Background: an optimization exercise with open tools, aiming at small area. Do not read the settings as production practice.
Function was checked by simulation only, so behaviour that the tests miss may differ from the original.
Power is estimated from default activity; no workload was simulated.

<file path="design/flow/config.mk">
export PLATFORM = sky130hd
export DESIGN_NAME = read_reg_top
export DESIGN_NICKNAME = read_reg_top
export VERILOG_FILES = /design/flow/design.v
export SDC_FILE = /design/flow/constraint.sdc
export NUM_CORES = 4
export LEC_CHECK = 0
export CAP_MARGIN = 20
export CORE_MARGIN = 2
export CORE_UTILIZATION = 40
export SLEW_MARGIN = 20
</file>
<file path="design/flow/constraint.sdc">
create_clock -name core_clock -period 7.0 [get_ports {clk}]
set_input_delay 1.4000 -clock core_clock [delete_from_list [all_inputs] [get_ports {clk}]]
set_output_delay 1.4000 -clock core_clock [all_outputs]
set_load 0.01 [all_outputs]
</file>
<file path="design/flow/design.v">
package rr_pkg;
    localparam int DATA_W     = 32;
    localparam int REG_ADDR_W = 5;
    localparam int NUM_REGS   = 32;
    typedef logic [DATA_W-1:0]     data_t;
    typedef logic [REG_ADDR_W-1:0] reg_addr_t;
    typedef logic [2*DATA_W-1:0]   dword_t;
    typedef struct packed {
        logic      wen;
        reg_addr_t waddr;
        data_t     wdata;
        logic      is_load;
    } stage_wr_t;
    typedef struct packed {
        logic      ren1;
        reg_addr_t raddr1;
        logic      ren2;
        reg_addr_t raddr2;
    } src_req_t;
    typedef struct packed {
        logic   wen_hi;
        logic   wen_lo;
        dword_t wdata;
    } hilo_wr_t;
    typedef logic [1:0] stall_t;
endpackage
`timescale 1ns/1ps
module gpr_file (
    input  logic              clk,
    input  logic              rst,
    input  rr_pkg::stage_wr_t wb_i,
    input  rr_pkg::reg_addr_t raddr1_i,
    input  rr_pkg::reg_addr_t raddr2_i,
    output rr_pkg::data_t     raw1_o,
    output rr_pkg::data_t     raw2_o
);
    typedef rr_pkg::data_t data_t;
    localparam int NUM_REGS = rr_pkg::NUM_REGS;
    data_t regs [NUM_REGS];
    always_ff @(posedge clk) begin
        if (!rst) begin
            for (int i = 0; i < NUM_REGS; i++) begin
                regs[i] <= '0;
            end
        end else if (wb_i.wen && (wb_i.waddr != '0)) begin
            regs[wb_i.waddr] <= wb_i.wdata;
        end
    end
    assign raw1_o = regs[raddr1_i];
    assign raw2_o = regs[raddr2_i];
endmodule
`timescale 1ns/1ps
module operand_bypass (
    input  rr_pkg::src_req_t  src_i,
    input  rr_pkg::data_t     imm_i,
    input  logic              is_store_i,
    input  rr_pkg::stage_wr_t ex_i,
    input  rr_pkg::stage_wr_t mem_i,
    input  rr_pkg::stage_wr_t wb_i,
    input  rr_pkg::data_t     raw1_i,
    input  rr_pkg::data_t     raw2_i,
    output rr_pkg::data_t     rdata1_o,
    output rr_pkg::data_t     rdata2_o,
    output rr_pkg::data_t     store_data_o
);
    typedef rr_pkg::data_t data_t;
    localparam int DATA_W     = rr_pkg::DATA_W;
    localparam int REG_ADDR_W = rr_pkg::REG_ADDR_W;
    function automatic logic stage_hit(
        input logic                  wen,
        input logic [REG_ADDR_W-1:0] waddr,
        input logic [REG_ADDR_W-1:0] addr
    );
        stage_hit = wen && (waddr != '0) && (waddr == addr);
    endfunction
    function automatic logic [DATA_W-1:0] forward(
        input logic [REG_ADDR_W-1:0] addr,
        input logic [DATA_W-1:0]     raw,
        input logic                  ex_wen,
        input logic [REG_ADDR_W-1:0] ex_waddr,
        input logic [DATA_W-1:0]     ex_wdata,
        input logic                  mem_wen,
        input logic [REG_ADDR_W-1:0] mem_waddr,
        input logic [DATA_W-1:0]     mem_wdata,
        input logic                  wb_wen,
        input logic [REG_ADDR_W-1:0] wb_waddr,
        input logic [DATA_W-1:0]     wb_wdata
    );
        logic [DATA_W-1:0] value;
        if (stage_hit(ex_wen, ex_waddr, addr)) begin
            value = ex_wdata;
        end else if (stage_hit(mem_wen, mem_waddr, addr)) begin
            value = mem_wdata;
        end else if (stage_hit(wb_wen, wb_waddr, addr)) begin
            value = wb_wdata;
        end else begin
            value = raw;
        end
        forward = value;
    endfunction
    data_t fwd1;
    data_t fwd2;
    logic  use_imm;
    always_comb begin
        fwd1 = forward(src_i.raddr1, raw1_i,
                       ex_i.wen, ex_i.waddr, ex_i.wdata,
                       mem_i.wen, mem_i.waddr, mem_i.wdata,
                       wb_i.wen, wb_i.waddr, wb_i.wdata);
        fwd2 = forward(src_i.raddr2, raw2_i,
                       ex_i.wen, ex_i.waddr, ex_i.wdata,
                       mem_i.wen, mem_i.waddr, mem_i.wdata,
                       wb_i.wen, wb_i.waddr, wb_i.wdata);
    end
    assign use_imm = is_store_i || !src_i.ren2;
    always_comb begin
        if (src_i.ren1) begin
            rdata1_o = fwd1;
        end else begin
            rdata1_o = '0;
        end
        if (use_imm) begin
            rdata2_o = imm_i;
        end else begin
            rdata2_o = fwd2;
        end
        if (is_store_i) begin
            store_data_o = fwd2;
        end else begin
            store_data_o = '0;
        end
    end
endmodule
`timescale 1ns/1ps
module load_hazard (
    input  logic              clk,
    input  logic              rst,
    input  rr_pkg::src_req_t  src_i,
    input  rr_pkg::stage_wr_t ex_i,
    input  rr_pkg::stage_wr_t mem_i,
    input  logic              load_done_i,
    output rr_pkg::stall_t    stall_o
);
    localparam int REG_ADDR_W = rr_pkg::REG_ADDR_W;
    rr_pkg::stall_t held_q;
    function automatic logic load_hit(
        input logic                  is_load,
        input logic                  wen,
        input logic [REG_ADDR_W-1:0] waddr,
        input logic [REG_ADDR_W-1:0] addr
    );
        load_hit = is_load && wen && (waddr != '0) && (waddr == addr);
    endfunction
    function automatic logic next_flag(
        input logic                  en,
        input logic [REG_ADDR_W-1:0] addr,
        input logic                  held,
        input logic                  ex_hit,
        input logic                  mem_hit,
        input logic                  done
    );
        logic flag;
        if (!en) begin
            flag = 1'b0;
        end else if (ex_hit || mem_hit) begin
            flag = 1'b1;
        end else if (done) begin
            flag = 1'b0;
        end else begin
            flag = held;
        end
        next_flag = flag;
    endfunction
    logic ex_hit1, mem_hit1, ex_hit2, mem_hit2;
    always_comb begin
        ex_hit1  = load_hit(ex_i.is_load, ex_i.wen, ex_i.waddr, src_i.raddr1);
        mem_hit1 = load_hit(mem_i.is_load, mem_i.wen, mem_i.waddr, src_i.raddr1);
        ex_hit2  = load_hit(ex_i.is_load, ex_i.wen, ex_i.waddr, src_i.raddr2);
        mem_hit2 = load_hit(mem_i.is_load, mem_i.wen, mem_i.waddr, src_i.raddr2);
        stall_o[1] = next_flag(src_i.ren1, src_i.raddr1, held_q[1], ex_hit1, mem_hit1, load_done_i);
        stall_o[0] = next_flag(src_i.ren2, src_i.raddr2, held_q[0], ex_hit2, mem_hit2, load_done_i);
    end
    always_ff @(posedge clk) begin
        if (!rst) begin
            held_q <= '0;
        end else begin
            held_q <= stall_o;
        end
    end
endmodule
`timescale 1ns/1ps
module hilo_unit (
    input  logic             clk,
    input  logic             rst,
    input  logic             flush_i,
    input  rr_pkg::hilo_wr_t hilo_wr_i,
    output rr_pkg::data_t    hi_o,
    output rr_pkg::data_t    lo_o
);
    typedef rr_pkg::data_t  data_t;
    typedef rr_pkg::dword_t dword_t;
    localparam int DATA_W = rr_pkg::DATA_W;
    dword_t hilo_q;
    data_t  new_hi;
    data_t  new_lo;
    assign new_hi = hilo_wr_i.wdata[2*DATA_W-1:DATA_W];
    assign new_lo = hilo_wr_i.wdata[DATA_W-1:0];
    always_ff @(posedge clk) begin
        if (!rst) begin
            hilo_q <= '0;
        end else if (!flush_i) begin
            if (hilo_wr_i.wen_hi) begin
                hilo_q[2*DATA_W-1:DATA_W] <= new_hi;
            end
            if (hilo_wr_i.wen_lo) begin
                hilo_q[DATA_W-1:0] <= new_lo;
            end
        end
    end
    assign hi_o = hilo_wr_i.wen_hi ? new_hi : hilo_q[2*DATA_W-1:DATA_W];
    assign lo_o = hilo_wr_i.wen_lo ? new_lo : hilo_q[DATA_W-1:0];
endmodule
`timescale 1ns/1ps
module read_reg_top (
    input  logic      clk,
    input  logic      rst,
    input  logic      flush_i,
    input  logic      load_done_i,
    input  rr_pkg::src_req_t  src_i,
    input  rr_pkg::data_t     imm_i,
    input  logic      is_store_i,
    input  rr_pkg::stage_wr_t ex_i,
    input  rr_pkg::stage_wr_t mem_i,
    input  rr_pkg::stage_wr_t wb_i,
    input  rr_pkg::hilo_wr_t  hilo_wr_i,
    output rr_pkg::data_t     rdata1_o,
    output rr_pkg::data_t     rdata2_o,
    output rr_pkg::data_t     store_data_o,
    output rr_pkg::data_t     hi_o,
    output rr_pkg::data_t     lo_o,
    output rr_pkg::stall_t    stall_o
);
    rr_pkg::data_t raw1;
    rr_pkg::data_t raw2;
    gpr_file gpr_file_i (
        .clk      (clk),
        .rst      (rst),
        .wb_i     (wb_i),
        .raddr1_i (src_i.raddr1),
        .raddr2_i (src_i.raddr2),
        .raw1_o   (raw1),
        .raw2_o   (raw2)
    );
    operand_bypass operand_bypass_i (
        .src_i        (src_i),
        .imm_i        (imm_i),
        .is_store_i   (is_store_i),
        .ex_i         (ex_i),
        .mem_i        (mem_i),
        .wb_i         (wb_i),
        .raw1_i       (raw1),
        .raw2_i       (raw2),
        .rdata1_o     (rdata1_o),
        .rdata2_o     (rdata2_o),
        .store_data_o (store_data_o)
    );
    load_hazard load_hazard_i (
        .clk         (clk),
        .rst         (rst),
        .src_i       (src_i),
        .ex_i        (ex_i),
        .mem_i       (mem_i),
        .load_done_i (load_done_i),
        .stall_o     (stall_o)
    );
    hilo_unit hilo_unit_i (
        .clk       (clk),
        .rst       (rst),
        .flush_i   (flush_i),
        .hilo_wr_i (hilo_wr_i),
        .hi_o      (hi_o),
        .lo_o      (lo_o)
    );
endmodule
</file>
<file path="design/flow/run.sh">
#!/bin/bash
# synth_recipe.tcl (not shown) runs the flow's synth.tcl, then flattens the netlist and writes it again
# the make line also repeats each setting of config.mk as NAME=value (left out here)
make -C /OpenROAD-flow-scripts/flow DESIGN_CONFIG=/design/flow/config.mk WORK_HOME=/design/flow/orfs CLKGATE_MAP_FILE= SYNTH_SCRIPT=/design/flow/synth_recipe.tcl finish
</file>
==> summary.txt <==
-- metal layers --
layer	global-route usage [%]	vias up
met4	14.2	16
met3	10.7	710
met5	0	-
met2	48.4	3855
met1	44.5	23600
li1	-	19000
-- Yosys cell counts (all sizes together) (2+ instances only) --
cell and n:
o22a 23, a211oi 14, nand3b 4, o221ai 32
mux2i 627, nor2b 83, nand2b 9, a22o 5
a21oi 70, or4 4, o22ai 61, or3b 2
nand3 8, xor2 7, clkbuf 332, o31ai 32
edfxtp 1024, dfxtp 66, and2 998, or3 44
or2 6, nor4 2, inv 3, or4b 2
nand4 33, mux2 96, xnor2 23, a221o 32
a222oi 2, buf 175, nor2 160, nor4bb 3
a2111oi 32, nor3 67, a22oi 234, nand2 99
o21ai 128, a221oi 55, o2bb2ai 6, mux4 192
nor3b 39, o32ai 23
-- power groups by stage --
| stage | combinational [uW] | clock, uW | sequential [uW] |
|---|---|---|---|
| after floorplan | 1350 | 0 | 7760 |
| after global placement | 2490 | 0 | 7800 |
| after detailed placement | 2510 | 0 | 7810 |
| after CTS | 2520 | 6430 | 7680 |
| after global routing | 2650 | 6670 | 7720 |
| final | 2580 | 6420 | 7690 |
-- final cells by class --
cell class,instances,area share [%]
flip-flops and latches,1090,44.0
clock inverters,91,1.15
well taps,2044,3.51
multi-input cells,3300,38.3
diodes,24,0.0824
inverters,3,0.0189
clock buffers,136,4.20
repair buffers,640,8.75
-- path summary, 6_finish.rpt --
check / endpoint / slack, ns / cells after the start
setup reg to reg: load_hazard_i.held_q[1] / 5.97 / 3
hold reg to reg: hilo_unit_i.hilo_q[42] / 0.50 / 2
hold / removal: hilo_unit_i.hilo_q[42] / 0.50 / 2
setup / recovery: store_data_o[7] / 0.18 / 11
-- sequential cells by signal, summed over array words and instances, names as in the netlist --
| register | flops |
|---|---|
| load_hazard_i.held_q | 2 |
| gpr_file_i.regs | 1024 |
| hilo_unit_i.hilo_q | 64 |
-- kinds of logic (layout without fill, tap and decap cells) --
family                 Yosys count  in the layout
multiplexers                   915            915
AND/OR/NAND/NOR               1569           1569
flip-flops                    1090           1090
buffers and inverters          510            870
AO/OA/AOI/OAI                  754            754
XOR/XNOR                        30             30
other                            1             56
-- tightest hold or removal path, delay by kind of cell (launching register included) --
family	cells	cell delay (ns)
flip-flops	1	0.31
AND/OR/NAND/NOR	2	0.15
-- per-stage QoR --
stage               area (sq um)  hold slack (ns)  cells  util, %  power [uW]
floorplan                  61700            0.480   4900        -        9110
detailed placement         68900            0.494   7076     44.9       10300
CTS                        72800            0.506   7303     47.4       16600
global placement           68800            0.491   7073     44.8       10300
finish                     72900            0.503   7328     47.5       16700
global route               72800            0.522   7304     47.4       17000
==> summary.txt <==
Floorplan
  • Die area: approximately 160000 sq um
  • Core footprint: ~150000 sq um
  • Die W: about 400 um
  • Row Count: 144
  • Initial core utilization: 40.1%
  • Die height: just under 400 um
  • IO Pins: roughly 390

Final layout
  • Share of layout cells above drive strength 1: between 10% and 20%
  • Register area: 32100 sq um
  • Area delta synth->final: 18.3%
  • Commonest cells after routing, fill and taps aside: edfxtp_1 (1024), and2_1 (994), mux2i_1 (627), clkdlybuf4s50_1 (373), a22oi_1 (234)
  • Commonest non-fill, non-tap cell in the layout: edfxtp_1
  • # fillers: about 14000
  • Multi-input logic area: 27900 sq um
  • Nets: 5386

Route
  • Routed Antenna Nets: 0
  • Final WL: 266000 um
  • Met3 routed WL: around 38000 um
  • Detailed Routing Iterations Pass 1: 6
  • Vias per inst: about 6.4
  • Met2 routed WL: 114000 um
  • Drt wl/cell: 36.3 um
  • M1 wire length: 101000 um
  • Iteration-0 DRC Markers: 7675
  • Top sig layer: met5
  • DR vias: roughly 47000
  • DRC viols: 0

Power and ir drop
  • Flop pwr share: between 40% and 50%
  • Switch Pwr: around 4600 uW
  • Switching part of the total power: 27.4%
  • Peak supply drop: ~0.21 mV
  • Power share of the combinational group: between 10% and 20%
  • Internal power: roughly 12000 uW
  • Static leakage: around 0.026 uW
  • Pwr dens: ~230 nW/um^2
  • Clock share of power: between 30% and 40%

Yosys
  • Synth Area in XOR/XNOR: less than 1%
  • Compound-cell area share of the yosys netlist: under 10%
  • Post-Synth Simple-Gate Area: 14.9%
  • Mux cell area share after synthesis: between 10% and 20%
  • Yosys reg bits: about 1100
  • Largest family of logic cells by synthesized area: multiplexers
  • Synth top area cells: edfxtp_1 (50%), mux2i_1 (10%), and2_1 (10%), mux4_2 (7.0%), a22oi_1 (2.9%)
  • Mapped Cells: just under 5000
  • Seq/Total Area, Yosys: between 50% and 60%
  • Cell variety after synth: 69
  • Yosys top cell area share: around 50%
  • Post-Synth Adder-Cell Area: 0%
  • Post-synth EDFFs: between 1000 and 1500
  • Main synth FF type: edfxtp_1
  • Synth async-reset ratio: 0%
  • Average size of a mapped cell: approximately 13 sq um
  • Area leader, netlist: edfxtp_1
  • Warnings from Yosys: 4
  • Post-Syn Area: 61600 sq um

Global routing
  • Initial antenna violation count: 33
  • Vias in the first global route: between 40000 and 50000
  • Total GRT Usage: roughly 33%
  • Largest net degree at the start of global routing: around 130
  • First-pass GRT wire length: roughly 360000 um
  • GRT overflow: 0

STA
  • Crit share post-route: a little over nine tenths
  • Final setup fails: 0
  • Slew margin rel.: ~16%
  • Worst Skew: 0 ns
  • Final hold violations: 0
  • Worst-margin pin slew: around 1.2 ns
  • RSZ-0062 raised after global routing: no
  • Final slew viol count: 0
  • Final min period: approximately 6.8 ns
  • Setup TNS: 0 ns
  • Max Freq: between 100 and 150 MHz
  • Final setup margin: 0.179 ns

Setup path
  • Reg2Reg Launch Point: load_hazard_i.held_q[1]
  • Setup Crit Path Kind: primary input to primary output
  • Crit path buf inv count: 5
  • CP Launch Point: src_i[0]
  • Arrival @ worst endpoint: 5.42 ns
  • CP top delay family: buffers and inverters
  • CP Cell Sequence: clkdlybuf4s50_1 > buf_4 > and4b_2 > buf_12 > a22oi_1 > nand2_1 > a2111oi_2 > nor2_1 > nor3b_1 > buf_4 > clkdlybuf4s50_1
  • Critical path launch point type: primary input
  • CP Max Fanout: 16
  • CP Capture Type: primary output
  • CP max stage delay: roughly 0.73 ns
  • CP max-delay cell: clkdlybuf4s50_1
  • CP required: approximately 5.6 ns

Place
  • Dpl ws: between 0.2 and 0.3 ns
  • Port Buffers: 392
  • Post-DP HPWL: between 150000 and 200000 um
  • GP Congestion: 0.960

Clocking
  • Clock Tree Buf Depth: 3
  • Clock root buffer: clkbuf_16
  • Clock Latency Late Sink: 0.77 ns
  • # H-tree levels: 3
  • Clock Sinks: 1090
  • Setup Fix Bufs, Post-CTS: 0
  • Total CTS buffers: approximately 120
  • CTS resizes: 0
  • Clock-pin slew on the worst setup and hold paths: approximately 0.060 ns
  • CTS tree: done
  • Hold buffer count at cts: 0

Min path
  • Hold path startpoint: hilo_unit_i.hilo_q[42]
  • Worst hold path class: flip-flop to flip-flop

Status
  • Outcome: finished clean

Run
  • Max_cap viols: 0

## afterwards: timing with drivers on the ports
The results above use ideal ports. As a check the final layout listed here was re-extracted and re-timed, cells and wires unchanged.
Step 1: set_driving_cell puts a clkbuf_16 on clk and a buf_2 on each other input, an assumption about the parent block.
Step 2 times the ports against the registers' clock, not the clock port: input delays grow and output delays shrink by t, the midpoint of the rising clock arrivals with the driver on.
Slacks: ideal ports / drivers / drivers and shift; pairs: ideal ports / drivers.
shift t [ns]: 0.859
slack for setup (ns): 0.179 / 0.152 / 0.152
worst setup path at the end: input to output
worst data-port slew with drivers (ns): 0.15
After both steps setup and hold are still met in this run. For this run, drivers alone change the setup slack by -0.027 ns; drivers and shift together by -0.027 ns.
